Source: an optimization exercise on an open RTL-to-GDS flow (aim: small area). Production flows keep margins and buffers that such runs may drop. Function was checked by simulation only, so behaviour that the tests miss may differ from the original.

==> flow/design.v <==
package layer_pkg;
   typedef logic signed [16-1:0] data_t;
   typedef logic [$clog2(8)-1:0] vec_addr_t;
   typedef logic [$clog2(16)-1:0] out_idx_t;
endpackage
package layer_coef_pkg;
   localparam int WEIGHT_ENTRIES = 4 * 8 * (16 / 4);
   localparam int BIAS_ENTRIES   = 4 * (16 / 4);
   localparam logic [WEIGHT_ENTRIES*16-1:0] weight_table = {
      {
         -16'sd38,  16'sd33,  16'sd109, 16'sd24,  -16'sd3,   -16'sd45,  -16'sd19,  16'sd48,
         16'sd103,  16'sd18,  16'sd82,  -16'sd28, 16'sd101,  -16'sd64,  -16'sd108, 16'sd3,
         -16'sd18,  16'sd107, 16'sd2,   -16'sd45, -16'sd85,  16'sd22,   16'sd86,   16'sd32,
         -16'sd1,   -16'sd105, 16'sd81, 16'sd42,  16'sd45,   16'sd39,   -16'sd54,  16'sd63
      },
      {
         16'sd29,   -16'sd75, -16'sd24, 16'sd89,  -16'sd12,  -16'sd72,  16'sd114,  -16'sd15,
         -16'sd11,  -16'sd4,  -16'sd36, 16'sd105, 16'sd53,   -16'sd50,  -16'sd37,  16'sd72,
         -16'sd110, -16'sd77, 16'sd9,   16'sd71,  16'sd1,    16'sd100,  16'sd15,   -16'sd72,
         16'sd90,   16'sd84,  16'sd7,   -16'sd36, 16'sd56,   -16'sd106, 16'sd20,   16'sd22
      },
      {
         -16'sd109, -16'sd24, 16'sd30,  16'sd68,  -16'sd123, -16'sd41,  16'sd119,  16'sd31,
         16'sd54,   16'sd121, 16'sd12,  16'sd60,  -16'sd48,  16'sd3,    -16'sd37,  16'sd78,
         16'sd93,   -16'sd101, 16'sd116, -16'sd83, 16'sd31,  -16'sd49,  16'sd124,  16'sd29,
         -16'sd78,  16'sd8,   16'sd67,  16'sd81,  16'sd87,   16'sd63,   -16'sd18,  -16'sd105
      },
      {
         -16'sd2,   -16'sd5,  16'sd22,  -16'sd23, 16'sd96,   -16'sd58,  16'sd36,   -16'sd70,
         16'sd126,  16'sd113, -16'sd73, 16'sd94,  -16'sd73,  16'sd92,   -16'sd104, -16'sd98,
         -16'sd64,  -16'sd77, -16'sd4,  -16'sd9,  -16'sd113, 16'sd20,   16'sd21,   -16'sd3,
         16'sd115,  16'sd106, 16'sd14,  -16'sd126, -16'sd1,  -16'sd93,  16'sd0,    16'sd126
      }
   };
   localparam logic [BIAS_ENTRIES*16-1:0] bias_table = {
      {-16'sd70, 16'sd120, 16'sd71,  -16'sd60},
      {-16'sd47, 16'sd115, -16'sd83, 16'sd67},
      {16'sd41,  16'sd38,  -16'sd81, -16'sd106},
      {16'sd103, 16'sd83,  16'sd0,   -16'sd10}
   };
endpackage
module layer_sequencer (
   input  logic                 clk,
   input  logic                 reset,
   input  logic                 s_valid,
   input  logic                 m_ready,
   output logic                 s_ready,
   output logic                 m_valid,
   output logic                 vec_wr_en,    
   output layer_pkg::vec_addr_t pos,          
   output logic                 run,          
   output logic                 en,           
   output layer_pkg::out_idx_t  out_idx,      
   output logic [5:0]           entry_next,   
   output logic                 x_bypass      
);
   layer_pkg::vec_addr_t load_cnt;    
   logic vec_pending;    
   logic done;           
   logic fire;
   logic can_start;
   logic start;
   logic last_start;     
   logic gap;            
   assign m_valid = done;
   assign fire    = done & m_ready;
   assign can_start  = (pos[1:0] == 2'd0) && (pos[2] != out_idx[0]) && !run && (!done || fire);
   assign start      = can_start && (out_idx != '0 || vec_pending || vec_wr_en);
   assign last_start = can_start && out_idx == 4'd15;
   assign en         = start | run;
   assign s_ready   = (pos == load_cnt) && (load_cnt != '0 || !vec_pending || last_start);
   assign vec_wr_en = s_ready & s_valid;
   assign gap       = (pos == load_cnt) && (load_cnt != '0) && !s_valid;
   assign x_bypass  = (pos == load_cnt) && out_idx == '0;
   layer_pkg::vec_addr_t pos_d;
   layer_pkg::out_idx_t  out_idx_d;
   logic                 finish;         
   assign finish     = run && pos[1:0] == 2'd3 && !(gap && out_idx == '0);
   assign pos_d      = reset ? '0 : pos + 1'b1;
   assign out_idx_d  = reset ? '0 : out_idx + finish;
   assign entry_next = {out_idx_d, pos_d[1:0]};
   always_ff @(posedge clk) begin
      pos     <= pos_d;
      out_idx <= out_idx_d;
   end
   always_ff @(posedge clk) begin
      if (reset) begin
         load_cnt    <= '0;
         vec_pending <= 1'b0;
         run         <= 1'b0;
         done        <= 1'b0;
      end else begin
         if (vec_wr_en)
            load_cnt <= load_cnt + 1'b1;
         if (vec_wr_en && load_cnt == 3'd7)
            vec_pending <= 1'b1;
         else if (start && out_idx == 4'd15)
            vec_pending <= 1'b0;
         if (start)
            run <= 1'b1;
         else if (run && (pos[1:0] == 2'd3 || (gap && out_idx == '0)))
            run <= 1'b0;
         if (finish)
            done <= 1'b1;
         else if (fire)
            done <= 1'b0;
      end
   end
endmodule
module mac_lane (
   input  logic                 clk,
   input  logic                 run,        
   input  logic                 en,         
   input  layer_pkg::out_idx_t  out_idx,
   input  layer_pkg::vec_addr_t pos,
   input  logic [5:0]           entry_next,    
   input  layer_pkg::data_t     x_a,
   input  layer_pkg::data_t     x_b,
   output layer_pkg::data_t     acc,
   output logic [16-1:0] acc_cy    
);
   localparam int ENTRIES = 16 * 4;
   logic [4*ENTRIES-1:0] a_one, a_two, a_neg, b_one, b_two, b_neg;
   logic [16*8-1:0] b_rom;
   logic [ENTRIES*8-1:0]        wa_rom, wb_rom;
   genvar i;
   generate
      for (i = 0; i < ENTRIES; i++) begin : g_w
         localparam int J  = i / 4;
         localparam int CA = (1 - J % 2) * 4 + i % 4;
         localparam int CB = (J % 2) * 4 + i % 4;
         localparam int EA = (J % 4) * 8 * (16 / 4)
                             + (J / 4) * 8 + CA;
         localparam int EB = (J % 4) * 8 * (16 / 4)
                             + (J / 4) * 8 + CB;
         localparam logic [8:0] WA = {layer_coef_pkg::weight_table[(layer_coef_pkg::WEIGHT_ENTRIES - 1 - EA) * 16 +: 8], 1'b0};
         localparam logic [8:0] WB = {layer_coef_pkg::weight_table[(layer_coef_pkg::WEIGHT_ENTRIES - 1 - EB) * 16 +: 8], 1'b0};
         assign wa_rom[i*8 +: 8] = WA[8:1];
         assign wb_rom[i*8 +: 8] = WB[8:1];
         for (genvar k = 0; k < 4; k++) begin : g_k
            assign a_one[k*ENTRIES + i] = WA[2*k+1] ^ WA[2*k];
            assign a_two[k*ENTRIES + i] = (WA[2*k+2] & ~WA[2*k+1] & ~WA[2*k]) | (~WA[2*k+2] & WA[2*k+1] & WA[2*k]);
            assign a_neg[k*ENTRIES + i] = WA[2*k+2] & ~(WA[2*k+1] & WA[2*k]);
            assign b_one[k*ENTRIES + i] = WB[2*k+1] ^ WB[2*k];
            assign b_two[k*ENTRIES + i] = (WB[2*k+2] & ~WB[2*k+1] & ~WB[2*k]) | (~WB[2*k+2] & WB[2*k+1] & WB[2*k]);
            assign b_neg[k*ENTRIES + i] = WB[2*k+2] & ~(WB[2*k+1] & WB[2*k]);
         end
      end
      for (i = 0; i < 16; i++) begin : g_b
         localparam int E = (i % 4) * (16 / 4) + i / 4;
         assign b_rom[i*8 +: 8] =
            layer_coef_pkg::bias_table[(layer_coef_pkg::BIAS_ENTRIES - 1 - E) * 16 +: 8];
      end
   endgenerate
   logic [5:0]  entry;
   logic [7:0]  bias;
   logic [15:0] addend;
   logic [3:0]  neg_a, one_a, two_a, neg_b, one_b, two_b;
   assign entry  = {out_idx, pos[1:0]};
   assign bias   = b_rom[out_idx*8 +: 8];
   assign addend = run ? acc : {{8{bias[7]}}, bias};
   logic [7:0] wa_q, wb_q;
   always_ff @(posedge clk) begin
      wa_q <= wa_rom[entry_next*8 +: 8];
      wb_q <= wb_rom[entry_next*8 +: 8];
   end
   logic [8:0] wxa, wxb;
   assign wxa = {wa_q, 1'b0};
   assign wxb = {wb_q, 1'b0};
   generate
      for (i = 0; i < 4; i++) begin : g_digit
         assign one_a[i] = wxa[2*i+1] ^ wxa[2*i];
         assign two_a[i] = (wxa[2*i+2] & ~wxa[2*i+1] & ~wxa[2*i]) | (~wxa[2*i+2] & wxa[2*i+1] & wxa[2*i]);
         assign neg_a[i] = wxa[2*i+2] & ~(wxa[2*i+1] & wxa[2*i]);
         assign one_b[i] = wxb[2*i+1] ^ wxb[2*i];
         assign two_b[i] = (wxb[2*i+2] & ~wxb[2*i+1] & ~wxb[2*i]) | (~wxb[2*i+2] & wxb[2*i+1] & wxb[2*i]);
         assign neg_b[i] = wxb[2*i+2] & ~(wxb[2*i+1] & wxb[2*i]);
      end
   endgenerate
   logic [15:0] pp_a0;
   assign pp_a0[0] = ((one_a[0] & x_a[0])) ^ neg_a[0];
   assign pp_a0[1] = ((one_a[0] & x_a[1]) | (two_a[0] & x_a[0])) ^ neg_a[0];
   assign pp_a0[2] = ((one_a[0] & x_a[2]) | (two_a[0] & x_a[1])) ^ neg_a[0];
   assign pp_a0[3] = ((one_a[0] & x_a[3]) | (two_a[0] & x_a[2])) ^ neg_a[0];
   assign pp_a0[4] = ((one_a[0] & x_a[4]) | (two_a[0] & x_a[3])) ^ neg_a[0];
   assign pp_a0[5] = ((one_a[0] & x_a[5]) | (two_a[0] & x_a[4])) ^ neg_a[0];
   assign pp_a0[6] = ((one_a[0] & x_a[6]) | (two_a[0] & x_a[5])) ^ neg_a[0];
   assign pp_a0[7] = ((one_a[0] & x_a[7]) | (two_a[0] & x_a[6])) ^ neg_a[0];
   assign pp_a0[8] = ((one_a[0] & x_a[8]) | (two_a[0] & x_a[7])) ^ neg_a[0];
   assign pp_a0[9] = ((one_a[0] & x_a[9]) | (two_a[0] & x_a[8])) ^ neg_a[0];
   assign pp_a0[10] = ((one_a[0] & x_a[10]) | (two_a[0] & x_a[9])) ^ neg_a[0];
   assign pp_a0[11] = ((one_a[0] & x_a[11]) | (two_a[0] & x_a[10])) ^ neg_a[0];
   assign pp_a0[12] = ((one_a[0] & x_a[12]) | (two_a[0] & x_a[11])) ^ neg_a[0];
   assign pp_a0[13] = ((one_a[0] & x_a[13]) | (two_a[0] & x_a[12])) ^ neg_a[0];
   assign pp_a0[14] = ((one_a[0] & x_a[14]) | (two_a[0] & x_a[13])) ^ neg_a[0];
   assign pp_a0[15] = ((one_a[0] & x_a[15]) | (two_a[0] & x_a[14])) ^ neg_a[0];
   logic [15:2] pp_a1;
   assign pp_a1[2] = ((one_a[1] & x_a[0])) ^ neg_a[1];
   assign pp_a1[3] = ((one_a[1] & x_a[1]) | (two_a[1] & x_a[0])) ^ neg_a[1];
   assign pp_a1[4] = ((one_a[1] & x_a[2]) | (two_a[1] & x_a[1])) ^ neg_a[1];
   assign pp_a1[5] = ((one_a[1] & x_a[3]) | (two_a[1] & x_a[2])) ^ neg_a[1];
   assign pp_a1[6] = ((one_a[1] & x_a[4]) | (two_a[1] & x_a[3])) ^ neg_a[1];
   assign pp_a1[7] = ((one_a[1] & x_a[5]) | (two_a[1] & x_a[4])) ^ neg_a[1];
   assign pp_a1[8] = ((one_a[1] & x_a[6]) | (two_a[1] & x_a[5])) ^ neg_a[1];
   assign pp_a1[9] = ((one_a[1] & x_a[7]) | (two_a[1] & x_a[6])) ^ neg_a[1];
   assign pp_a1[10] = ((one_a[1] & x_a[8]) | (two_a[1] & x_a[7])) ^ neg_a[1];
   assign pp_a1[11] = ((one_a[1] & x_a[9]) | (two_a[1] & x_a[8])) ^ neg_a[1];
   assign pp_a1[12] = ((one_a[1] & x_a[10]) | (two_a[1] & x_a[9])) ^ neg_a[1];
   assign pp_a1[13] = ((one_a[1] & x_a[11]) | (two_a[1] & x_a[10])) ^ neg_a[1];
   assign pp_a1[14] = ((one_a[1] & x_a[12]) | (two_a[1] & x_a[11])) ^ neg_a[1];
   assign pp_a1[15] = ((one_a[1] & x_a[13]) | (two_a[1] & x_a[12])) ^ neg_a[1];
   logic [15:4] pp_a2;
   assign pp_a2[4] = ((one_a[2] & x_a[0])) ^ neg_a[2];
   assign pp_a2[5] = ((one_a[2] & x_a[1]) | (two_a[2] & x_a[0])) ^ neg_a[2];
   assign pp_a2[6] = ((one_a[2] & x_a[2]) | (two_a[2] & x_a[1])) ^ neg_a[2];
   assign pp_a2[7] = ((one_a[2] & x_a[3]) | (two_a[2] & x_a[2])) ^ neg_a[2];
   assign pp_a2[8] = ((one_a[2] & x_a[4]) | (two_a[2] & x_a[3])) ^ neg_a[2];
   assign pp_a2[9] = ((one_a[2] & x_a[5]) | (two_a[2] & x_a[4])) ^ neg_a[2];
   assign pp_a2[10] = ((one_a[2] & x_a[6]) | (two_a[2] & x_a[5])) ^ neg_a[2];
   assign pp_a2[11] = ((one_a[2] & x_a[7]) | (two_a[2] & x_a[6])) ^ neg_a[2];
   assign pp_a2[12] = ((one_a[2] & x_a[8]) | (two_a[2] & x_a[7])) ^ neg_a[2];
   assign pp_a2[13] = ((one_a[2] & x_a[9]) | (two_a[2] & x_a[8])) ^ neg_a[2];
   assign pp_a2[14] = ((one_a[2] & x_a[10]) | (two_a[2] & x_a[9])) ^ neg_a[2];
   assign pp_a2[15] = ((one_a[2] & x_a[11]) | (two_a[2] & x_a[10])) ^ neg_a[2];
   logic [15:6] pp_a3;
   assign pp_a3[6] = ((one_a[3] & x_a[0])) ^ neg_a[3];
   assign pp_a3[7] = ((one_a[3] & x_a[1]) | (two_a[3] & x_a[0])) ^ neg_a[3];
   assign pp_a3[8] = ((one_a[3] & x_a[2]) | (two_a[3] & x_a[1])) ^ neg_a[3];
   assign pp_a3[9] = ((one_a[3] & x_a[3]) | (two_a[3] & x_a[2])) ^ neg_a[3];
   assign pp_a3[10] = ((one_a[3] & x_a[4]) | (two_a[3] & x_a[3])) ^ neg_a[3];
   assign pp_a3[11] = ((one_a[3] & x_a[5]) | (two_a[3] & x_a[4])) ^ neg_a[3];
   assign pp_a3[12] = ((one_a[3] & x_a[6]) | (two_a[3] & x_a[5])) ^ neg_a[3];
   assign pp_a3[13] = ((one_a[3] & x_a[7]) | (two_a[3] & x_a[6])) ^ neg_a[3];
   assign pp_a3[14] = ((one_a[3] & x_a[8]) | (two_a[3] & x_a[7])) ^ neg_a[3];
   assign pp_a3[15] = ((one_a[3] & x_a[9]) | (two_a[3] & x_a[8])) ^ neg_a[3];
   logic [15:0] pp_b0;
   assign pp_b0[0] = ((one_b[0] & x_b[0])) ^ neg_b[0];
   assign pp_b0[1] = ((one_b[0] & x_b[1]) | (two_b[0] & x_b[0])) ^ neg_b[0];
   assign pp_b0[2] = ((one_b[0] & x_b[2]) | (two_b[0] & x_b[1])) ^ neg_b[0];
   assign pp_b0[3] = ((one_b[0] & x_b[3]) | (two_b[0] & x_b[2])) ^ neg_b[0];
   assign pp_b0[4] = ((one_b[0] & x_b[4]) | (two_b[0] & x_b[3])) ^ neg_b[0];
   assign pp_b0[5] = ((one_b[0] & x_b[5]) | (two_b[0] & x_b[4])) ^ neg_b[0];
   assign pp_b0[6] = ((one_b[0] & x_b[6]) | (two_b[0] & x_b[5])) ^ neg_b[0];
   assign pp_b0[7] = ((one_b[0] & x_b[7]) | (two_b[0] & x_b[6])) ^ neg_b[0];
   assign pp_b0[8] = ((one_b[0] & x_b[8]) | (two_b[0] & x_b[7])) ^ neg_b[0];
   assign pp_b0[9] = ((one_b[0] & x_b[9]) | (two_b[0] & x_b[8])) ^ neg_b[0];
   assign pp_b0[10] = ((one_b[0] & x_b[10]) | (two_b[0] & x_b[9])) ^ neg_b[0];
   assign pp_b0[11] = ((one_b[0] & x_b[11]) | (two_b[0] & x_b[10])) ^ neg_b[0];
   assign pp_b0[12] = ((one_b[0] & x_b[12]) | (two_b[0] & x_b[11])) ^ neg_b[0];
   assign pp_b0[13] = ((one_b[0] & x_b[13]) | (two_b[0] & x_b[12])) ^ neg_b[0];
   assign pp_b0[14] = ((one_b[0] & x_b[14]) | (two_b[0] & x_b[13])) ^ neg_b[0];
   assign pp_b0[15] = ((one_b[0] & x_b[15]) | (two_b[0] & x_b[14])) ^ neg_b[0];
   logic [15:2] pp_b1;
   assign pp_b1[2] = ((one_b[1] & x_b[0])) ^ neg_b[1];
   assign pp_b1[3] = ((one_b[1] & x_b[1]) | (two_b[1] & x_b[0])) ^ neg_b[1];
   assign pp_b1[4] = ((one_b[1] & x_b[2]) | (two_b[1] & x_b[1])) ^ neg_b[1];
   assign pp_b1[5] = ((one_b[1] & x_b[3]) | (two_b[1] & x_b[2])) ^ neg_b[1];
   assign pp_b1[6] = ((one_b[1] & x_b[4]) | (two_b[1] & x_b[3])) ^ neg_b[1];
   assign pp_b1[7] = ((one_b[1] & x_b[5]) | (two_b[1] & x_b[4])) ^ neg_b[1];
   assign pp_b1[8] = ((one_b[1] & x_b[6]) | (two_b[1] & x_b[5])) ^ neg_b[1];
   assign pp_b1[9] = ((one_b[1] & x_b[7]) | (two_b[1] & x_b[6])) ^ neg_b[1];
   assign pp_b1[10] = ((one_b[1] & x_b[8]) | (two_b[1] & x_b[7])) ^ neg_b[1];
   assign pp_b1[11] = ((one_b[1] & x_b[9]) | (two_b[1] & x_b[8])) ^ neg_b[1];
   assign pp_b1[12] = ((one_b[1] & x_b[10]) | (two_b[1] & x_b[9])) ^ neg_b[1];
   assign pp_b1[13] = ((one_b[1] & x_b[11]) | (two_b[1] & x_b[10])) ^ neg_b[1];
   assign pp_b1[14] = ((one_b[1] & x_b[12]) | (two_b[1] & x_b[11])) ^ neg_b[1];
   assign pp_b1[15] = ((one_b[1] & x_b[13]) | (two_b[1] & x_b[12])) ^ neg_b[1];
   logic [15:4] pp_b2;
   assign pp_b2[4] = ((one_b[2] & x_b[0])) ^ neg_b[2];
   assign pp_b2[5] = ((one_b[2] & x_b[1]) | (two_b[2] & x_b[0])) ^ neg_b[2];
   assign pp_b2[6] = ((one_b[2] & x_b[2]) | (two_b[2] & x_b[1])) ^ neg_b[2];
   assign pp_b2[7] = ((one_b[2] & x_b[3]) | (two_b[2] & x_b[2])) ^ neg_b[2];
   assign pp_b2[8] = ((one_b[2] & x_b[4]) | (two_b[2] & x_b[3])) ^ neg_b[2];
   assign pp_b2[9] = ((one_b[2] & x_b[5]) | (two_b[2] & x_b[4])) ^ neg_b[2];
   assign pp_b2[10] = ((one_b[2] & x_b[6]) | (two_b[2] & x_b[5])) ^ neg_b[2];
   assign pp_b2[11] = ((one_b[2] & x_b[7]) | (two_b[2] & x_b[6])) ^ neg_b[2];
   assign pp_b2[12] = ((one_b[2] & x_b[8]) | (two_b[2] & x_b[7])) ^ neg_b[2];
   assign pp_b2[13] = ((one_b[2] & x_b[9]) | (two_b[2] & x_b[8])) ^ neg_b[2];
   assign pp_b2[14] = ((one_b[2] & x_b[10]) | (two_b[2] & x_b[9])) ^ neg_b[2];
   assign pp_b2[15] = ((one_b[2] & x_b[11]) | (two_b[2] & x_b[10])) ^ neg_b[2];
   logic [15:6] pp_b3;
   assign pp_b3[6] = ((one_b[3] & x_b[0])) ^ neg_b[3];
   assign pp_b3[7] = ((one_b[3] & x_b[1]) | (two_b[3] & x_b[0])) ^ neg_b[3];
   assign pp_b3[8] = ((one_b[3] & x_b[2]) | (two_b[3] & x_b[1])) ^ neg_b[3];
   assign pp_b3[9] = ((one_b[3] & x_b[3]) | (two_b[3] & x_b[2])) ^ neg_b[3];
   assign pp_b3[10] = ((one_b[3] & x_b[4]) | (two_b[3] & x_b[3])) ^ neg_b[3];
   assign pp_b3[11] = ((one_b[3] & x_b[5]) | (two_b[3] & x_b[4])) ^ neg_b[3];
   assign pp_b3[12] = ((one_b[3] & x_b[6]) | (two_b[3] & x_b[5])) ^ neg_b[3];
   assign pp_b3[13] = ((one_b[3] & x_b[7]) | (two_b[3] & x_b[6])) ^ neg_b[3];
   assign pp_b3[14] = ((one_b[3] & x_b[8]) | (two_b[3] & x_b[7])) ^ neg_b[3];
   assign pp_b3[15] = ((one_b[3] & x_b[9]) | (two_b[3] & x_b[8])) ^ neg_b[3];
   logic s1, c2, s3, c4, s5, c6, s7, c8, s9, c10, s11, c12, s13, c14, s15, c16;
   logic s17, c18, s19, s20, c21, s22, c23, s24, c25, s26, c27, s28, c29, s30, c31, s32;
   logic c33, s34, c35, s36, c37, s38, c39, s40, c41, s42, c43, s44, c45, s46, c47, s48;
   logic c49, s50, c51, s52, c53, s54, c55, s56, c57, s58, c59, s60, c61, s62, c63, s64;
   logic c65, s66, c67, s68, c69, s70, c71, s72, c73, s74, c75, s76, c77, s78, c79, s80;
   logic c81, s82, c83, s84, s85, s86, s87, c88, s89, c90, s91, c92, s93, c94, s95, c96;
   logic s97, c98, s99, c100, s101, c102, s103, c104, s105, c106, s107, c108, s109, c110, s111, c112;
   logic s113, c114, s115, c116, s117, c118, s119, c120, s121, c122, s123, c124, s125, c126, s127, c128;
   logic s129, c130, s131, c132, s133, c134, s135, c136, s137, c138, s139, s140, s141, c142, s143, c144;
   logic s145, c146, s147, c148, s149, c150, s151, c152, s153, c154, s155, c156, s157, c158, s159, c160;
   logic s161, c162, s163, c164, s165, c166, s167, c168, s169, c170, s171, s172, c173, s174, c175, s176;
   logic c177, s178, c179, s180, c181, s182, c183, s184, c185, s186, c187, s188, c189, s190, c191, s192;
   logic c193, s194, c195, s196, c197, s198, c199, s200, c201, s202;
   assign s1 = neg_a[3] ^ neg_b[3] ^ addend[6];
   assign c2 = (neg_a[3] & neg_b[3]) | (neg_a[3] & addend[6]) | (neg_b[3] & addend[6]);
   assign s3 = addend[7] ^ pp_b0[7];
   assign c4 = addend[7] & pp_b0[7];
   assign s5 = addend[8] ^ pp_b0[8];
   assign c6 = addend[8] & pp_b0[8];
   assign s7 = addend[9] ^ pp_b0[9];
   assign c8 = addend[9] & pp_b0[9];
   assign s9 = addend[10] ^ pp_b0[10];
   assign c10 = addend[10] & pp_b0[10];
   assign s11 = addend[11] ^ pp_b0[11];
   assign c12 = addend[11] & pp_b0[11];
   assign s13 = addend[12] ^ pp_b0[12];
   assign c14 = addend[12] & pp_b0[12];
   assign s15 = addend[13] ^ pp_b0[13];
   assign c16 = addend[13] & pp_b0[13];
   assign s17 = addend[14] ^ pp_b0[14];
   assign c18 = addend[14] & pp_b0[14];
   assign s19 = addend[15] ^ pp_b0[15];
   assign s20 = neg_a[1] ^ neg_b[1];
   assign c21 = neg_a[1] & neg_b[1];
   assign s22 = neg_a[2] ^ neg_b[2] ^ addend[4];
   assign c23 = (neg_a[2] & neg_b[2]) | (neg_a[2] & addend[4]) | (neg_b[2] & addend[4]);
   assign s24 = pp_b0[4] ^ pp_b1[4];
   assign c25 = pp_b0[4] & pp_b1[4];
   assign s26 = addend[5] ^ pp_b0[5] ^ pp_b1[5];
   assign c27 = (addend[5] & pp_b0[5]) | (addend[5] & pp_b1[5]) | (pp_b0[5] & pp_b1[5]);
   assign s28 = pp_b2[5] ^ pp_a0[5];
   assign c29 = pp_b2[5] & pp_a0[5];
   assign s30 = pp_b0[6] ^ pp_b1[6] ^ pp_b2[6];
   assign c31 = (pp_b0[6] & pp_b1[6]) | (pp_b0[6] & pp_b2[6]) | (pp_b1[6] & pp_b2[6]);
   assign s32 = pp_b3[6] ^ s1 ^ pp_a0[6];
   assign c33 = (pp_b3[6] & s1) | (pp_b3[6] & pp_a0[6]) | (s1 & pp_a0[6]);
   assign s34 = pp_a1[6] ^ pp_a2[6];
   assign c35 = pp_a1[6] & pp_a2[6];
   assign s36 = pp_b1[7] ^ pp_b2[7] ^ pp_b3[7];
   assign c37 = (pp_b1[7] & pp_b2[7]) | (pp_b1[7] & pp_b3[7]) | (pp_b2[7] & pp_b3[7]);
   assign s38 = c2 ^ s3 ^ pp_a0[7];
   assign c39 = (c2 & s3) | (c2 & pp_a0[7]) | (s3 & pp_a0[7]);
   assign s40 = pp_a1[7] ^ pp_a2[7] ^ pp_a3[7];
   assign c41 = (pp_a1[7] & pp_a2[7]) | (pp_a1[7] & pp_a3[7]) | (pp_a2[7] & pp_a3[7]);
   assign s42 = pp_b1[8] ^ pp_b2[8] ^ pp_b3[8];
   assign c43 = (pp_b1[8] & pp_b2[8]) | (pp_b1[8] & pp_b3[8]) | (pp_b2[8] & pp_b3[8]);
   assign s44 = c4 ^ s5 ^ pp_a0[8];
   assign c45 = (c4 & s5) | (c4 & pp_a0[8]) | (s5 & pp_a0[8]);
   assign s46 = pp_a1[8] ^ pp_a2[8] ^ pp_a3[8];
   assign c47 = (pp_a1[8] & pp_a2[8]) | (pp_a1[8] & pp_a3[8]) | (pp_a2[8] & pp_a3[8]);
   assign s48 = pp_b1[9] ^ pp_b2[9] ^ pp_b3[9];
   assign c49 = (pp_b1[9] & pp_b2[9]) | (pp_b1[9] & pp_b3[9]) | (pp_b2[9] & pp_b3[9]);
   assign s50 = c6 ^ s7 ^ pp_a0[9];
   assign c51 = (c6 & s7) | (c6 & pp_a0[9]) | (s7 & pp_a0[9]);
   assign s52 = pp_a1[9] ^ pp_a2[9] ^ pp_a3[9];
   assign c53 = (pp_a1[9] & pp_a2[9]) | (pp_a1[9] & pp_a3[9]) | (pp_a2[9] & pp_a3[9]);
   assign s54 = pp_b1[10] ^ pp_b2[10] ^ pp_b3[10];
   assign c55 = (pp_b1[10] & pp_b2[10]) | (pp_b1[10] & pp_b3[10]) | (pp_b2[10] & pp_b3[10]);
   assign s56 = c8 ^ s9 ^ pp_a0[10];
   assign c57 = (c8 & s9) | (c8 & pp_a0[10]) | (s9 & pp_a0[10]);
   assign s58 = pp_a1[10] ^ pp_a2[10] ^ pp_a3[10];
   assign c59 = (pp_a1[10] & pp_a2[10]) | (pp_a1[10] & pp_a3[10]) | (pp_a2[10] & pp_a3[10]);
   assign s60 = pp_b1[11] ^ pp_b2[11] ^ pp_b3[11];
   assign c61 = (pp_b1[11] & pp_b2[11]) | (pp_b1[11] & pp_b3[11]) | (pp_b2[11] & pp_b3[11]);
   assign s62 = c10 ^ s11 ^ pp_a0[11];
   assign c63 = (c10 & s11) | (c10 & pp_a0[11]) | (s11 & pp_a0[11]);
   assign s64 = pp_a1[11] ^ pp_a2[11] ^ pp_a3[11];
   assign c65 = (pp_a1[11] & pp_a2[11]) | (pp_a1[11] & pp_a3[11]) | (pp_a2[11] & pp_a3[11]);
   assign s66 = pp_b1[12] ^ pp_b2[12] ^ pp_b3[12];
   assign c67 = (pp_b1[12] & pp_b2[12]) | (pp_b1[12] & pp_b3[12]) | (pp_b2[12] & pp_b3[12]);
   assign s68 = c12 ^ s13 ^ pp_a0[12];
   assign c69 = (c12 & s13) | (c12 & pp_a0[12]) | (s13 & pp_a0[12]);
   assign s70 = pp_a1[12] ^ pp_a2[12] ^ pp_a3[12];
   assign c71 = (pp_a1[12] & pp_a2[12]) | (pp_a1[12] & pp_a3[12]) | (pp_a2[12] & pp_a3[12]);
   assign s72 = pp_b1[13] ^ pp_b2[13] ^ pp_b3[13];
   assign c73 = (pp_b1[13] & pp_b2[13]) | (pp_b1[13] & pp_b3[13]) | (pp_b2[13] & pp_b3[13]);
   assign s74 = c14 ^ s15 ^ pp_a0[13];
   assign c75 = (c14 & s15) | (c14 & pp_a0[13]) | (s15 & pp_a0[13]);
   assign s76 = pp_a1[13] ^ pp_a2[13] ^ pp_a3[13];
   assign c77 = (pp_a1[13] & pp_a2[13]) | (pp_a1[13] & pp_a3[13]) | (pp_a2[13] & pp_a3[13]);
   assign s78 = pp_b1[14] ^ pp_b2[14] ^ pp_b3[14];
   assign c79 = (pp_b1[14] & pp_b2[14]) | (pp_b1[14] & pp_b3[14]) | (pp_b2[14] & pp_b3[14]);
   assign s80 = c16 ^ s17 ^ pp_a0[14];
   assign c81 = (c16 & s17) | (c16 & pp_a0[14]) | (s17 & pp_a0[14]);
   assign s82 = pp_a1[14] ^ pp_a2[14] ^ pp_a3[14];
   assign c83 = (pp_a1[14] & pp_a2[14]) | (pp_a1[14] & pp_a3[14]) | (pp_a2[14] & pp_a3[14]);
   assign s84 = pp_b1[15] ^ pp_b2[15] ^ pp_b3[15];
   assign s85 = c18 ^ s19 ^ pp_a0[15];
   assign s86 = pp_a1[15] ^ pp_a2[15] ^ pp_a3[15];
   assign s87 = neg_a[0] ^ neg_b[0];
   assign c88 = neg_a[0] & neg_b[0];
   assign s89 = addend[2] ^ s20 ^ pp_b0[2];
   assign c90 = (addend[2] & s20) | (addend[2] & pp_b0[2]) | (s20 & pp_b0[2]);
   assign s91 = addend[3] ^ c21 ^ pp_b0[3];
   assign c92 = (addend[3] & c21) | (addend[3] & pp_b0[3]) | (c21 & pp_b0[3]);
   assign s93 = pp_b1[3] ^ pp_a0[3];
   assign c94 = pp_b1[3] & pp_a0[3];
   assign s95 = pp_b2[4] ^ s22 ^ s24;
   assign c96 = (pp_b2[4] & s22) | (pp_b2[4] & s24) | (s22 & s24);
   assign s97 = pp_a0[4] ^ pp_a1[4] ^ pp_a2[4];
   assign c98 = (pp_a0[4] & pp_a1[4]) | (pp_a0[4] & pp_a2[4]) | (pp_a1[4] & pp_a2[4]);
   assign s99 = c23 ^ c25 ^ s26;
   assign c100 = (c23 & c25) | (c23 & s26) | (c25 & s26);
   assign s101 = pp_a1[5] ^ pp_a2[5] ^ s28;
   assign c102 = (pp_a1[5] & pp_a2[5]) | (pp_a1[5] & s28) | (pp_a2[5] & s28);
   assign s103 = c27 ^ s30 ^ pp_a3[6];
   assign c104 = (c27 & s30) | (c27 & pp_a3[6]) | (s30 & pp_a3[6]);
   assign s105 = c29 ^ s34 ^ s32;
   assign c106 = (c29 & s34) | (c29 & s32) | (s34 & s32);
   assign s107 = c31 ^ s36 ^ c35;
   assign c108 = (c31 & s36) | (c31 & c35) | (s36 & c35);
   assign s109 = c33 ^ s38 ^ s40;
   assign c110 = (c33 & s38) | (c33 & s40) | (s38 & s40);
   assign s111 = c37 ^ s42 ^ c39;
   assign c112 = (c37 & s42) | (c37 & c39) | (s42 & c39);
   assign s113 = c41 ^ s44 ^ s46;
   assign c114 = (c41 & s44) | (c41 & s46) | (s44 & s46);
   assign s115 = c43 ^ s48 ^ c45;
   assign c116 = (c43 & s48) | (c43 & c45) | (s48 & c45);
   assign s117 = c47 ^ s50 ^ s52;
   assign c118 = (c47 & s50) | (c47 & s52) | (s50 & s52);
   assign s119 = c49 ^ s54 ^ c51;
   assign c120 = (c49 & s54) | (c49 & c51) | (s54 & c51);
   assign s121 = c53 ^ s56 ^ s58;
   assign c122 = (c53 & s56) | (c53 & s58) | (s56 & s58);
   assign s123 = c55 ^ s60 ^ c57;
   assign c124 = (c55 & s60) | (c55 & c57) | (s60 & c57);
   assign s125 = c59 ^ s62 ^ s64;
   assign c126 = (c59 & s62) | (c59 & s64) | (s62 & s64);
   assign s127 = c61 ^ s66 ^ c63;
   assign c128 = (c61 & s66) | (c61 & c63) | (s66 & c63);
   assign s129 = c65 ^ s68 ^ s70;
   assign c130 = (c65 & s68) | (c65 & s70) | (s68 & s70);
   assign s131 = c67 ^ s72 ^ c69;
   assign c132 = (c67 & s72) | (c67 & c69) | (s72 & c69);
   assign s133 = c71 ^ s74 ^ s76;
   assign c134 = (c71 & s74) | (c71 & s76) | (s74 & s76);
   assign s135 = c73 ^ s78 ^ c75;
   assign c136 = (c73 & s78) | (c73 & c75) | (s78 & c75);
   assign s137 = c77 ^ s80 ^ s82;
   assign c138 = (c77 & s80) | (c77 & s82) | (s80 & s82);
   assign s139 = c79 ^ s84 ^ c81;
   assign s140 = c83 ^ s85 ^ s86;
   assign s141 = addend[0] ^ s87;
   assign c142 = addend[0] & s87;
   assign s143 = addend[1] ^ c88 ^ pp_b0[1];
   assign c144 = (addend[1] & c88) | (addend[1] & pp_b0[1]) | (c88 & pp_b0[1]);
   assign s145 = pp_b1[2] ^ s89 ^ pp_a0[2];
   assign c146 = (pp_b1[2] & s89) | (pp_b1[2] & pp_a0[2]) | (s89 & pp_a0[2]);
   assign s147 = c90 ^ s91 ^ pp_a1[3];
   assign c148 = (c90 & s91) | (c90 & pp_a1[3]) | (s91 & pp_a1[3]);
   assign s149 = c92 ^ s95 ^ c94;
   assign c150 = (c92 & s95) | (c92 & c94) | (s95 & c94);
   assign s151 = c96 ^ s99 ^ c98;
   assign c152 = (c96 & s99) | (c96 & c98) | (s99 & c98);
   assign s153 = c100 ^ s103 ^ c102;
   assign c154 = (c100 & s103) | (c100 & c102) | (s103 & c102);
   assign s155 = c104 ^ s107 ^ c106;
   assign c156 = (c104 & s107) | (c104 & c106) | (s107 & c106);
   assign s157 = c108 ^ s111 ^ c110;
   assign c158 = (c108 & s111) | (c108 & c110) | (s111 & c110);
   assign s159 = c112 ^ s115 ^ c114;
   assign c160 = (c112 & s115) | (c112 & c114) | (s115 & c114);
   assign s161 = c116 ^ s119 ^ c118;
   assign c162 = (c116 & s119) | (c116 & c118) | (s119 & c118);
   assign s163 = c120 ^ s123 ^ c122;
   assign c164 = (c120 & s123) | (c120 & c122) | (s123 & c122);
   assign s165 = c124 ^ s127 ^ c126;
   assign c166 = (c124 & s127) | (c124 & c126) | (s127 & c126);
   assign s167 = c128 ^ s131 ^ c130;
   assign c168 = (c128 & s131) | (c128 & c130) | (s131 & c130);
   assign s169 = c132 ^ s135 ^ c134;
   assign c170 = (c132 & s135) | (c132 & c134) | (s135 & c134);
   assign s171 = c136 ^ s139 ^ c138;
   assign s172 = pp_b0[0] ^ s141;
   assign c173 = pp_b0[0] & s141;
   assign s174 = c142 ^ s143 ^ pp_a0[1];
   assign c175 = (c142 & s143) | (c142 & pp_a0[1]) | (s143 & pp_a0[1]);
   assign s176 = c144 ^ pp_a1[2] ^ s145;
   assign c177 = (c144 & pp_a1[2]) | (c144 & s145) | (pp_a1[2] & s145);
   assign s178 = s93 ^ c146 ^ s147;
   assign c179 = (s93 & c146) | (s93 & s147) | (c146 & s147);
   assign s180 = c148 ^ s97 ^ s149;
   assign c181 = (c148 & s97) | (c148 & s149) | (s97 & s149);
   assign s182 = c150 ^ s101 ^ s151;
   assign c183 = (c150 & s101) | (c150 & s151) | (s101 & s151);
   assign s184 = c152 ^ s105 ^ s153;
   assign c185 = (c152 & s105) | (c152 & s153) | (s105 & s153);
   assign s186 = s109 ^ c154 ^ s155;
   assign c187 = (s109 & c154) | (s109 & s155) | (c154 & s155);
   assign s188 = s113 ^ c156 ^ s157;
   assign c189 = (s113 & c156) | (s113 & s157) | (c156 & s157);
   assign s190 = s117 ^ c158 ^ s159;
   assign c191 = (s117 & c158) | (s117 & s159) | (c158 & s159);
   assign s192 = s121 ^ c160 ^ s161;
   assign c193 = (s121 & c160) | (s121 & s161) | (c160 & s161);
   assign s194 = s125 ^ c162 ^ s163;
   assign c195 = (s125 & c162) | (s125 & s163) | (c162 & s163);
   assign s196 = s129 ^ c164 ^ s165;
   assign c197 = (s129 & c164) | (s129 & s165) | (c164 & s165);
   assign s198 = s133 ^ c166 ^ s167;
   assign c199 = (s133 & c166) | (s133 & s167) | (c166 & s167);
   assign s200 = s137 ^ c168 ^ s169;
   assign c201 = (s137 & c168) | (s137 & s169) | (c168 & s169);
   assign s202 = s140 ^ c170 ^ s171;
   logic [15:0] op_a, op_b;
   assign op_a = {s202, s200, s198, s196, s194, s192, s190, s188, s186, s184, s182, s180, s178, s176, s174, pp_a0[0]};
   assign op_b = {c201, c199, c197, c195, c193, c191, c189, c187, c185, c183, c181, c179, c177, c175, c173, s172};
   logic [15:0] cy;
   logic [15:0] sum;
   logic [15:0] cy_out;
   assign cy[0] = 1'b0;
   assign sum[0] = op_a[0] ^ op_b[0] ^ cy[0];
   assign cy[1] = (op_a[0] & op_b[0]) | (op_a[0] & cy[0]) | (op_b[0] & cy[0]);
   assign sum[1] = op_a[1] ^ op_b[1] ^ cy[1];
   assign cy[2] = (op_a[1] & op_b[1]) | (op_a[1] & cy[1]) | (op_b[1] & cy[1]);
   assign sum[2] = op_a[2] ^ op_b[2] ^ cy[2];
   assign cy[3] = (op_a[2] & op_b[2]) | (op_a[2] & cy[2]) | (op_b[2] & cy[2]);
   assign sum[3] = op_a[3] ^ op_b[3] ^ cy[3];
   assign cy[4] = (op_a[3] & op_b[3]) | (op_a[3] & cy[3]) | (op_b[3] & cy[3]);
   assign sum[4] = op_a[4] ^ op_b[4] ^ cy[4];
   assign cy_out[5] = (op_a[4] & op_b[4]) | (op_a[4] & cy[4]) | (op_b[4] & cy[4]);
   assign cy[5] = run & acc_cy[5];
   assign sum[5] = op_a[5] ^ op_b[5] ^ cy[5];
   assign cy[6] = (op_a[5] & op_b[5]) | (op_a[5] & cy[5]) | (op_b[5] & cy[5]);
   assign sum[6] = op_a[6] ^ op_b[6] ^ cy[6];
   assign cy[7] = (op_a[6] & op_b[6]) | (op_a[6] & cy[6]) | (op_b[6] & cy[6]);
   assign sum[7] = op_a[7] ^ op_b[7] ^ cy[7];
   assign cy[8] = (op_a[7] & op_b[7]) | (op_a[7] & cy[7]) | (op_b[7] & cy[7]);
   assign sum[8] = op_a[8] ^ op_b[8] ^ cy[8];
   assign cy_out[9] = (op_a[8] & op_b[8]) | (op_a[8] & cy[8]) | (op_b[8] & cy[8]);
   assign cy[9] = run & acc_cy[9];
   assign sum[9] = op_a[9] ^ op_b[9] ^ cy[9];
   assign cy[10] = (op_a[9] & op_b[9]) | (op_a[9] & cy[9]) | (op_b[9] & cy[9]);
   assign sum[10] = op_a[10] ^ op_b[10] ^ cy[10];
   assign cy[11] = (op_a[10] & op_b[10]) | (op_a[10] & cy[10]) | (op_b[10] & cy[10]);
   assign sum[11] = op_a[11] ^ op_b[11] ^ cy[11];
   assign cy[12] = (op_a[11] & op_b[11]) | (op_a[11] & cy[11]) | (op_b[11] & cy[11]);
   assign sum[12] = op_a[12] ^ op_b[12] ^ cy[12];
   assign cy_out[13] = (op_a[12] & op_b[12]) | (op_a[12] & cy[12]) | (op_b[12] & cy[12]);
   assign cy[13] = run & acc_cy[13];
   assign sum[13] = op_a[13] ^ op_b[13] ^ cy[13];
   assign cy[14] = (op_a[13] & op_b[13]) | (op_a[13] & cy[13]) | (op_b[13] & cy[13]);
   assign sum[14] = op_a[14] ^ op_b[14] ^ cy[14];
   assign cy[15] = (op_a[14] & op_b[14]) | (op_a[14] & cy[14]) | (op_b[14] & cy[14]);
   assign sum[15] = op_a[15] ^ op_b[15] ^ cy[15];
   assign cy_out[0] = 1'b0;
   assign cy_out[1] = 1'b0;
   assign cy_out[2] = 1'b0;
   assign cy_out[3] = 1'b0;
   assign cy_out[4] = 1'b0;
   assign cy_out[6] = 1'b0;
   assign cy_out[7] = 1'b0;
   assign cy_out[8] = 1'b0;
   assign cy_out[10] = 1'b0;
   assign cy_out[11] = 1'b0;
   assign cy_out[12] = 1'b0;
   assign cy_out[14] = 1'b0;
   assign cy_out[15] = 1'b0;
   logic [15:0] cy_q;    
   always_ff @(posedge clk)
      if (en) begin
         acc  <= sum;
         cy_q <= cy_out & 16'h2220;
      end
   assign acc_cy = cy_q & 16'h2220;
endmodule
module mac_array (
   input  logic                 clk,
   input  logic                 vec_wr_en,
   input  logic                 x_bypass,
   input  layer_pkg::data_t     data_in,
   input  layer_pkg::vec_addr_t pos,
   input  logic                 run,
   input  logic                 en,
   input  layer_pkg::out_idx_t  out_idx,
   input  logic [5:0]           entry_next,
   output layer_pkg::data_t     acc,
   output logic [16-1:0] acc_cy
);
   layer_pkg::data_t ring [0:8-1];
   always_ff @(posedge clk) begin
      for (int k = 0; k < 8 - 1; k++)
         ring[k] <= ring[k+1];
      ring[8-1] <= vec_wr_en ? data_in : ring[0];
   end
   mac_lane u_lane (
      .clk     (clk),
      .run     (run),
      .en      (en),
      .out_idx (out_idx),
      .pos     (pos),
      .entry_next (entry_next),
      .x_a     (x_bypass ? data_in : ring[0]),    
      .x_b     (ring[8/2]),           
      .acc     (acc),
      .acc_cy  (acc_cy)
   );
endmodule
module result_buffer (
   input  layer_pkg::data_t acc,
   input  logic [16-1:0] acc_cy,
   output layer_pkg::data_t data_out
);
   layer_pkg::data_t result;
   assign result   = acc + acc_cy;
   assign data_out = result[16-1] ? '0 : result;
endmodule
module layer_top (
   input  logic             clk,
   input  logic             reset,
   input  logic             s_valid,
   input  logic             m_ready,
   input  layer_pkg::data_t data_in,
   output logic             s_ready,
   output logic             m_valid,
   output layer_pkg::data_t data_out
);
   logic                 vec_wr_en;
   logic                 x_bypass;
   layer_pkg::vec_addr_t pos;
   logic                 run, en;
   layer_pkg::out_idx_t  out_idx;
   logic [5:0]           entry_next;
   layer_pkg::data_t     acc;
   logic [16-1:0] acc_cy;
   layer_sequencer u_sequencer (
      .clk       (clk),
      .reset     (reset),
      .s_valid   (s_valid),
      .m_ready   (m_ready),
      .s_ready   (s_ready),
      .m_valid   (m_valid),
      .vec_wr_en (vec_wr_en),
      .pos       (pos),
      .run       (run),
      .en        (en),
      .out_idx   (out_idx),
      .entry_next(entry_next),
      .x_bypass  (x_bypass)
   );
   mac_array u_mac_array (
      .clk       (clk),
      .vec_wr_en (vec_wr_en),
      .x_bypass  (x_bypass),
      .data_in   (data_in),
      .pos       (pos),
      .run       (run),
      .en        (en),
      .out_idx   (out_idx),
      .entry_next(entry_next),
      .acc       (acc),
      .acc_cy    (acc_cy)
   );
   result_buffer u_result_buffer (
      .acc      (acc),
      .acc_cy   (acc_cy),
      .data_out (data_out)
   );
endmodule
==> flow/flow/run.sh <==
#!/bin/bash
# The standard layout (standard.sh) with extra ORFS make variables, one
# per line in flow/make_vars. Each ORFS step keeps its own log under
# orfs/logs; make's own output goes to flow_make.log here.
set -euo pipefail
args=()
while IFS= read -r line; do
   [[ -z "$line" || "$line" == \#* ]] && continue
   args+=("$line")
done < flow/make_vars
bash standard.sh "${args[@]}" finish > flow_make.log 2>&1
==> flow/flow/make_vars <==
BUFFER_PORTS_ARGS=-buffer_cell sky130_fd_sc_hd__buf_1
GPL_KEEP_OVERFLOW=0
==> flow/standard.sh <==
#!/bin/bash
# synth_recipe.tcl (not shown) runs the flow's synth.tcl, then flattens the netlist and writes it again
# the make line also repeats each setting of config.mk as NAME=value (left out here)
make -C /OpenROAD-flow-scripts/flow DESIGN_CONFIG=/design/flow/config.mk WORK_HOME=/design/flow/orfs CLKGATE_MAP_FILE= SYNTH_SCRIPT=/design/flow/synth_recipe.tcl "${@:-finish}"
==> flow/config.mk <==
export PLATFORM = sky130hd
export DESIGN_NAME = layer_top
export DESIGN_NICKNAME = layer_top
export VERILOG_FILES = /design/flow/design.v
export SDC_FILE = /design/flow/constraint.sdc
export NUM_CORES = 4
export LEC_CHECK = 0
export CAP_MARGIN = 20
export CORE_MARGIN = 2
export CORE_UTILIZATION = 40
export SLEW_MARGIN = 20
==> flow/constraint.sdc <==
create_clock -name core_clock -period 7.0 [get_ports {clk}]
set_input_delay 1.4000 -clock core_clock [delete_from_list [all_inputs] [get_ports {clk}]]
set_output_delay 1.4000 -clock core_clock [all_outputs]
set_load 0.01 [all_outputs]
==> impl_results.md, run 1 <==
* Reg-to-reg slack, setup at 0.48 ns
* Setup Crit Path Kind: reg2reg
* Vias in the first global route at around 8500
* Post-synth EDFFs at 19
* First-pass GRT wire length at 48200 um
* Mapped Cells at 1256
* Clock buffer count from CTS at 17
* Period utilization at 93.2%
* Logic depth of the worst path, buffers included at 22
* Mapped Area at 11800 um^2
* Reg2reg path depth at 22
* Clock skew at about 0.021 ns
* Crit Reg-Reg Startpoint: u_sequencer.out_idx[0]
* CTS Buffer Depth at 2
* Routed Antenna Nets at 0
* RSZ-0062 raised after global routing: false
* CTS tree: yes
* IO Pins at 38
* Chip width at 176 um
* Worst setup margin at 0.475 ns
* Crit. End Element: register
* IO buf count at 36
* Area grow syn2layout at 8.06%
* Highest-delay cell along the critical path: dfxtp_1
* Avg Inst Size Synth at 9.40 um^2
* Worst-path fanout max at 9
* Die Area at 30900 um^2
* Crit path DAT at 6.72 ns
* Max cap viols at 0
* Crit path buf inv count at 4
* Initial antenna violation count at 0
* Sequential-to-total area share from yosys stat at 31.5%
* Util after Layout at between 40% and 50%
* Die height at roughly 180 um
* DR vias at between 8000 and 9000
* Htree depth at 4
* Outcome: timing/DRC/antenna clean
* Mapped Nets at 1421
* Class of the worst hold path: reg2reg
* Root Buffer: clkbuf_16
* Antenna diodes at 0
* Drt pass-1 iters at 5
* Slew @ Worst Pin at 1.17 ns
* Core area at 28900 um^2
* Worst path top cell family by delay: adder cells
* Fmax at 153 MHz
* R2R Path End: u_mac_array.u_lane.acc[15]
* WP data required at just over 7 ns
* Post-synth cell types at 61
* Grt total ovfl at 0
* Layout cells sized above 1 at 7.02%
* Worst path cell trace: inv_1 -> ha_1 -> nand2_1 -> o21ai_0 -> o21ai_2 -> nand2_1 -> ha_1 -> fa_1 -> fa_1 -> inv_1 -> fa_1 -> inv_1 -> fa_1 -> inv_1 -> fa_1 -> fa_1 -> xnor2_1 -> xnor2_1 -> xnor2_1 -> xnor2_1 -> xnor2_1 -> xnor3_1
* Commonest non-fill, non-tap cell in the layout: dfxtp_1
* Via density at about 5.4
* Worst setup path start: u_sequencer.out_idx[0]
* Nets@finish at roughly 1400
* GRT Total Usage at between 20% and 30%
* Hold Path Cell Cnt at 0
* Cell mode on critical path: fa_1
* Final hold viol count at 0
* Period minus WS final at between 6 and 7 ns
* Max Slew Vio Count at 0
* Post-place setup slack at about 0.25 ns
* Commonest non-fill, non-tap cells in the layout: dfxtp_1 (154), inv_1 (136), fa_1 (95), xnor2_1 (93), nand2_1 (89)
* Clock slew at reported path FFs at 0.09 ns
* Clock Latency Late Sink at around 0.45 ns
* Largest net degree at the start of global routing at 43
* Routed wire length per instance at 18.7 um
* Rel. slew slack at 22.3%
* Seq cells post-synth at 176
* Hpwl dp at ~22000 um
* Hold_ws at 0.324 ns
* Asr flop ratio synth at 0%
* Critical Path Sink: u_mac_array.u_lane.acc[15]
* GPL Wtd Cong at 0.916
* Crit path largest cell delay at 0.52 ns
* Placement row count at 62
* Finish-stage setup viols at 0
* Top_reg_cell synth: dfxtp_1
* Residual DRC at 0
* Starting Density at 40.9%
* Sum of routed wire length over all layers at 30400 um
* Setup crit start kind: register
* CTS Hold Buffers Added at 0
* Clock sinks at 176
* DRT iter0 DRCs at 829
* Yosys warns at 5
==> layout make-up <==
class,count,area [um^2]
clock inverters,15,183
clock buffers,17,425
inverters,141,529
flip-flops and latches,176,3720
well taps,384,480
fillers,2852,16100
multi-input cells,849,7220
repair buffers,41,201
==> how the worst min path moves through the flow <==
| stage | from | to | slack [ns] |
|---|---|---|---|
| 2_1_floorplan | u_mac_array.ring[1][0] | u_mac_array.ring[0][0] | 0.31 |
| 3_3_place_gp | u_mac_array.ring[5][9] | u_mac_array.ring[4][9] | 0.31 |
| 3_5_place_dp | u_mac_array.ring[1][2] | u_mac_array.ring[0][2] | 0.31 |
| 4_1_cts | u_mac_array.ring[2][11] | u_mac_array.ring[1][11] | 0.32 |
| 5_1_grt | u_mac_array.ring[7][5] | u_mac_array.ring[6][5] | 0.33 |
| 6_report | u_mac_array.ring[2][11] | u_mac_array.ring[1][11] | 0.32 |
==> per-stage QoR <==
step / cells / setup TNS (ns) / instance area [um^2]
global route: 1623 / 0 / 12800
finish: 1623 / 0 / 12800
detailed placement: 1590 / 0 / 12100
global placement: 1586 / -0.262 / 12100
CTS: 1622 / 0 / 12700
floorplan: 1256 / 0 / 11800
==> repair_timing <==
item,CTS,global route
resized for setup,0,1
buffers inserted,0,1
setup endpoints to repair,0,1
==> routing by layer <==
layer,up-vias,global-route usage [%],part of all wire [%]
met5,-,0,0
met4,0,6.27,2.0
met3,34,2.45,5.6
met2,329,32.1,46
met1,4287,28.9,47
li1,4149,-,-
==> worst reg2reg max path, cell delays in order, from the launching register on <==
cell and delay, ns:
dfxtp_1 0.52, inv_1 0.17, ha_1 0.35, nand2_1 0.10, o21ai_0 0.11, o21ai_2 0.45, nand2_1 0.19, ha_1 0.37
fa_1 0.42, fa_1 0.49, inv_1 0.05, fa_1 0.50, inv_1 0.05, fa_1 0.47, inv_1 0.05, fa_1 0.43
fa_1 0.40, xnor2_1 0.18, xnor2_1 0.16, xnor2_1 0.15, xnor2_1 0.15, xnor2_1 0.16, xnor3_1 0.34
==> sequential cells by signal, summed over array words and instances, names as in the netlist <==
register / flops
u_mac_array.ring: 128
u_mac_array.u_lane.acc: 16
u_mac_array.u_lane.cy_q: 3
u_mac_array.u_lane.wa_q: 8
u_mac_array.u_lane.wb_q: 8
u_sequencer.done: 1
u_sequencer.load_cnt: 3
u_sequencer.out_idx: 4
u_sequencer.pos: 3
u_sequencer.run: 1
u_sequencer.vec_pending: 1
==> logic make-up (layout without fill, tap and decap cells) <==
family,count (synthesis),in the layout,synth area share (%)
AOI/OAI and AO/OA,301,301,16.4
buffers and inverters,231,214,7.62
and+or+nand+nor,223,223,8.61
DFF,176,176,31.5
adders and majority gates,145,145,21.4
xor gates and xnor gates,124,124,9.43
muxes,55,55,5.06
other,1,1,0.0318
==> synthesized netlist by cell type, drive strengths merged (8+ instances only) <==
cell    instances  area share, %
a21oi          87            3.7
nor2b          10           0.53
and2           10           0.53
clkbuf         60            1.9
mux2           31            3.0
nor2           62            2.0
nand3          11           0.47
mux2i          24            2.0
buf            30            1.2
ha             50            5.3
dfxtp         157             27
a31oi           9           0.48
fa             95             16
o211ai         15           0.95
a22oi          73            4.7
xor2           29            2.2
o21ai          55            2.3
edfxtp         19            4.8
inv           139            4.4
nand2b         18           0.95
o22ai          15           0.79
a22o            8           0.59
xnor2          93            6.9
nand2          89            2.8
==> run 2, diff against run 1 <==
==> flow/flow/make_vars (replaced) <==
BUFFER_PORTS_ARGS=-buffer_cell sky130_fd_sc_hd__buf_1
CTS_BUF_LIST=sky130_fd_sc_hd__clkbuf_8 sky130_fd_sc_hd__clkbuf_16
==> impl_results.md, run 2 <==
* Outcome: timing/DRC/antenna clean (unchanged)
* Sum of routed wire length over all layers at 31000 um (was 30400 um)
* Top routing layer used: met4 (unchanged)
* Chip width at 176 um (unchanged)
* Fmax at 157 MHz (was 153 MHz)
* Hold Path Cell Cnt at 0 (unchanged)
* Placed Cells incl. Taps at 1613 (was 1590)
* Commonest non-fill, non-tap cells in the layout: dfxtp_1 (157), inv_1 (137), fa_1 (95), xnor2_1 (93), nand2_1 (89) (was dfxtp_1 (154), inv_1 (136), fa_1 (95), xnor2_1 (93), nand2_1 (89))
* Top-area cell type share of the netlist area at 26.6% (unchanged)
* Regs by FF count: u_mac_array.ring (128), u_mac_array.u_lane.acc (16) (unchanged)
* Clock slew at reported path FFs at 0.07 ns (was 0.09 ns)
* WP data required at 7.18 ns (was 7.20 ns)
* Rel. slew slack at 36.2% (was 22.3%)
* Asr flop ratio synth at 0% (unchanged)
* Crit Reg-Reg Startpoint: u_sequencer.out_idx[0] (unchanged)
* Clock sinks at 176 (unchanged)
* Grt total ovfl at 0 (unchanged)
* Residual DRC at 0 (unchanged)
* Setup Crit Path Kind: reg2reg (unchanged)
* CTS Hold Buffers Added at 0 (unchanged)
* Starting Density at 40.9% (unchanged)
* Met1 Wirelength at 13800 um (was 14200 um)
* Met2 routed WL at 14200 um (was 13900 um)
* Clock Latency Late Sink at 0.45 ns (about the same)
* Seq cells post-synth at 176 (unchanged)
* Cell Area, Placed at 12300 um^2 (was 12100 um^2)
* Htree depth at 4 (unchanged)
* CTS Buffer Depth at 2 (unchanged)
* Drt pass-1 iters at 6 (was 5)
* Reg-to-reg slack, setup at 0.61 ns (was 0.48 ns)
* Worst hold path endpoint: u_mac_array.ring[2][2] (was u_mac_array.ring[1][11])
* Yosys warns at 5 (unchanged)
* Synth Area in Adders at 21.4% (unchanged)
* Avg Inst Size Synth at 9.40 um^2 (unchanged)
* Period minus WS final at 6.39 ns (was 6.52 ns)
* Crit path largest cell delay at 0.51 ns (was 0.52 ns)
* Worst path cell trace: inv_1 -> ha_1 -> nor3b_2 -> nand4_1 -> buf_4 -> mux2_2 -> a22o_1 -> fa_1 -> fa_1 -> inv_1 -> fa_1 -> inv_1 -> fa_1 -> inv_1 -> fa_1 -> fa_1 -> xnor2_1 -> xnor2_1 -> xnor2_1 -> xnor2_1 -> xnor2_1 -> xnor3_1 (was inv_1 -> ha_1 -> nand2_1 -> o21ai_0 -> o21ai_2 -> nand2_1 -> ha_1 -> fa_1 -> fa_1 -> inv_1 -> fa_1 -> inv_1 -> fa_1 -> inv_1 -> fa_1 -> fa_1 -> xnor2_1 -> xnor2_1 -> xnor2_1 -> xnor2_1 -> xnor2_1 -> xnor3_1)
* First-pass GRT wire length at 48300 um (was 48200 um)
* Clock buffer count from CTS at 17 (unchanged)
* Most frequent cell after synthesis: dfxtp_1 (unchanged)
* Antenna diodes at 0 (unchanged)
* Mapped Nets at 1421 (unchanged)
* Commonest non-fill, non-tap cell in the layout: dfxtp_1 (unchanged)
* Routed wire length per instance at 18.8 um (was 18.7 um)
* Final hold viol count at 0 (unchanged)
* DRT iter0 DRCs at 874 (was 829)
* Highest-delay cell along the critical path: dfxtp_1 (unchanged)
* Xor and xnor area share after synthesis at 9.43% (unchanged)
* Die height at 176 um (unchanged)
* IO Pins at 38 (unchanged)
* R2R Path End: u_mac_array.u_lane.acc[15] (unchanged)
* Cell mode on critical path: fa_1 (unchanged)
* GRT Total Usage at 20.5% (was 20.3%)
* Finished Cell Area at 12900 um^2 (was 12800 um^2)
* Post-synth cell types at 61 (unchanged)
* Core area at 28900 um^2 (unchanged)
* Max Slew Vio Count at 0 (unchanged)
* Synth cell count leaders: dfxtp_1 (157), inv_1 (136), fa_1 (95), xnor2_1 (93), nand2_1 (89) (unchanged)
* Mapped Cells at 1256 (unchanged)
* Post-synthesis compound-gate area fraction at 16.4% (unchanged)
* Period utilization at 91.3% (was 93.2%)
* Setup TNS at 0 ns (unchanged)
* Routed Antenna Nets at 0 (unchanged)
* Synth area leaders: dfxtp_1 (27%), fa_1 (16%), xnor2_1 (6.9%) (unchanged)
* Synth area leader: dfxtp_1 (unchanged)
* Max reg flops at 128 (unchanged)
* Multiplexer area fraction after synthesis at 5.06% (unchanged)
* Most flops, register: u_mac_array.ring (unchanged)
* Mapped Area at 11800 um^2 (unchanged)
* Hpwl dp at 23000 um (was 22200 um)
* RSZ-0062 raised after global routing: false (unchanged)
* CTS resizes at 0 (unchanged)
* Nets@finish at 1413 (was 1391)
* Layout cells sized above 1 at 7.85% (was 7.02%)
* Crit path DAT at 6.57 ns (was 6.72 ns)
* IO buf count at 36 (unchanged)
* Via density at 5.42 (about the same)
* Setup Buffers After CTS at 0 (unchanged)
* Initial antenna violation count at 0 (unchanged)
* Die Area at 30900 um^2 (unchanged)
* Setup crit start kind: register (unchanged)
* Largest net degree at the start of global routing at 43 (unchanged)
* Worst hold start: u_mac_array.ring[3][2] (was u_mac_array.ring[2][11])
* Non-filler instance count after layout at 1645 (was 1623)
* Reg2reg path depth at 22 (unchanged)
* Met3 wire len at 1880 um (was 1700 um)
* GPL Wtd Cong at 0.930 (was 0.916)
* Class of the worst hold path: reg2reg (unchanged)
* Vias in the first global route at 8531 (was 8527)
* Main combinational cell family by area after synthesis: adder cells (unchanged)
* DR vias at 8923 (was 8799)
* Worst-path fanout max at 12 (was 9)
* Root Buffer: clkbuf_16 (unchanged)
* Finish-stage setup viols at 0 (unchanged)
* Max cap viols at 0 (unchanged)
* Clock skew at 0.0205 ns (was 0.0207 ns)
* CTS tree: yes (unchanged)
* Placement row count at 62 (unchanged)
* Top_reg_cell synth: dfxtp_1 (unchanged)
* Post-Synth Simple-Gate Area at 8.61% (unchanged)
* Area grow syn2layout at 9.05% (was 8.06%)
* Post-synth EDFFs at 19 (unchanged)
* Sequential-to-total area share from yosys stat at 31.5% (unchanged)
* Slew @ Worst Pin at 0.957 ns (was 1.17 ns)
* Crit. End Element: register (unchanged)
run 2: layout make-up:
cell class,count,area [um^2]
clock buffers,18,439
well taps,384,480
inverters,141,529
clock inverters,14,173
repair buffers,63,338
flip-flops and latches,176,3710
fillers,2815,16000
multi-input cells,849,7200
run 2: cell families (layout without fill, tap and decap cells):
family | after synthesis | after routing
AO/OA/AOI/OAI | 301 | 301
multiplexers | 55 | 55
flip-flops | 176 | 176
buffers and inverters | 231 | 236
adder cells (fa/ha/maj) | 145 | 145
other | 1 | 1
XOR/XNOR | 124 | 124
AND/OR/NAND/NOR | 223 | 223
run 2: worst max-delay path by stage:
stage	start	end	slack, ns	depth (start not counted)
detailed placement	u_sequencer.out_idx[0]	u_mac_array.u_lane.acc[15]	0.64	22
global placement	data_in[12]	u_mac_array.u_lane.acc[15]	0.74	18
floorplan	u_sequencer.out_idx[0]	u_mac_array.u_lane.acc[15]	0.95	23
CTS	u_sequencer.out_idx[0]	u_mac_array.u_lane.acc[15]	0.61	22
finish	u_sequencer.out_idx[0]	u_mac_array.u_lane.acc[15]	0.61	22
global route	u_sequencer.out_idx[0]	u_mac_array.u_lane.acc[15]	0.29	24
run 2: critical path, delay by kind of cell (launching register included):
| family | cells | cell delay, ns |
|---|---|---|
| simple gates | 2 | 0.27 |
| xor+xnor | 6 | 1.13 |
| flops | 1 | 0.51 |
| compound gates | 1 | 0.26 |
| mux | 1 | 0.42 |
| buf+inv | 5 | 0.58 |
| fa+ha+maj | 7 | 2.93 |
run 2: stage by stage:
| stage | hold slack (ns) | setup WS (ns) | util, % |
|---|---|---|---|
| 4_1_cts | 0.320 | 0.612 | 44.6 |
| 6_report | 0.321 | 0.612 | 44.6 |
| 5_1_grt | 0.328 | 0.287 | 44.6 |
| 3_5_place_dp | 0.312 | 0.636 | 42.5 |
| 2_1_floorplan | 0.310 | 0.950 | - |
| 3_3_place_gp | 0.310 | 0.741 | 42.5 |
run 2: routing by layer:
layer  vias up  GRT usage (%)
met4         0           8.06
met2       324           32.3
met3        58           3.64
met5         -              0
li1       4192              -
met1      4349           27.9

port drivers added, routing unchanged:
In the flow no input, the clock included, has a driving cell. The finished layouts below were timed again as built, in two steps.
Step 1, drivers: a clkbuf_16 drives clk and a buf_2 each remaining input, both assumed.
Step 2 adds t to the input delays and takes it off the output delays; t is the mean of the earliest and latest rising clock arrival at the registers after step 1. Input paths then give back, and output paths get back, about the clock's delay inside the block.
Three values: ideal, step 1, step 2; two values: the first two.
| run | t, ns | setup slack, ns | worst setup path after step 2 | worst slew at a driven data input, ns | pins driven straight from the clock port |
|---|---|---|---|---|---|
| run 1 | 0.484 | 0.475 / 0.475 / 0.475 | register to register | 0.03 | 1 |
| run 2 | 0.483 | 0.612 / 0.612 / 0.612 | register to register | 0.03 | 1 |
After both steps setup and hold are still met in every run listed.
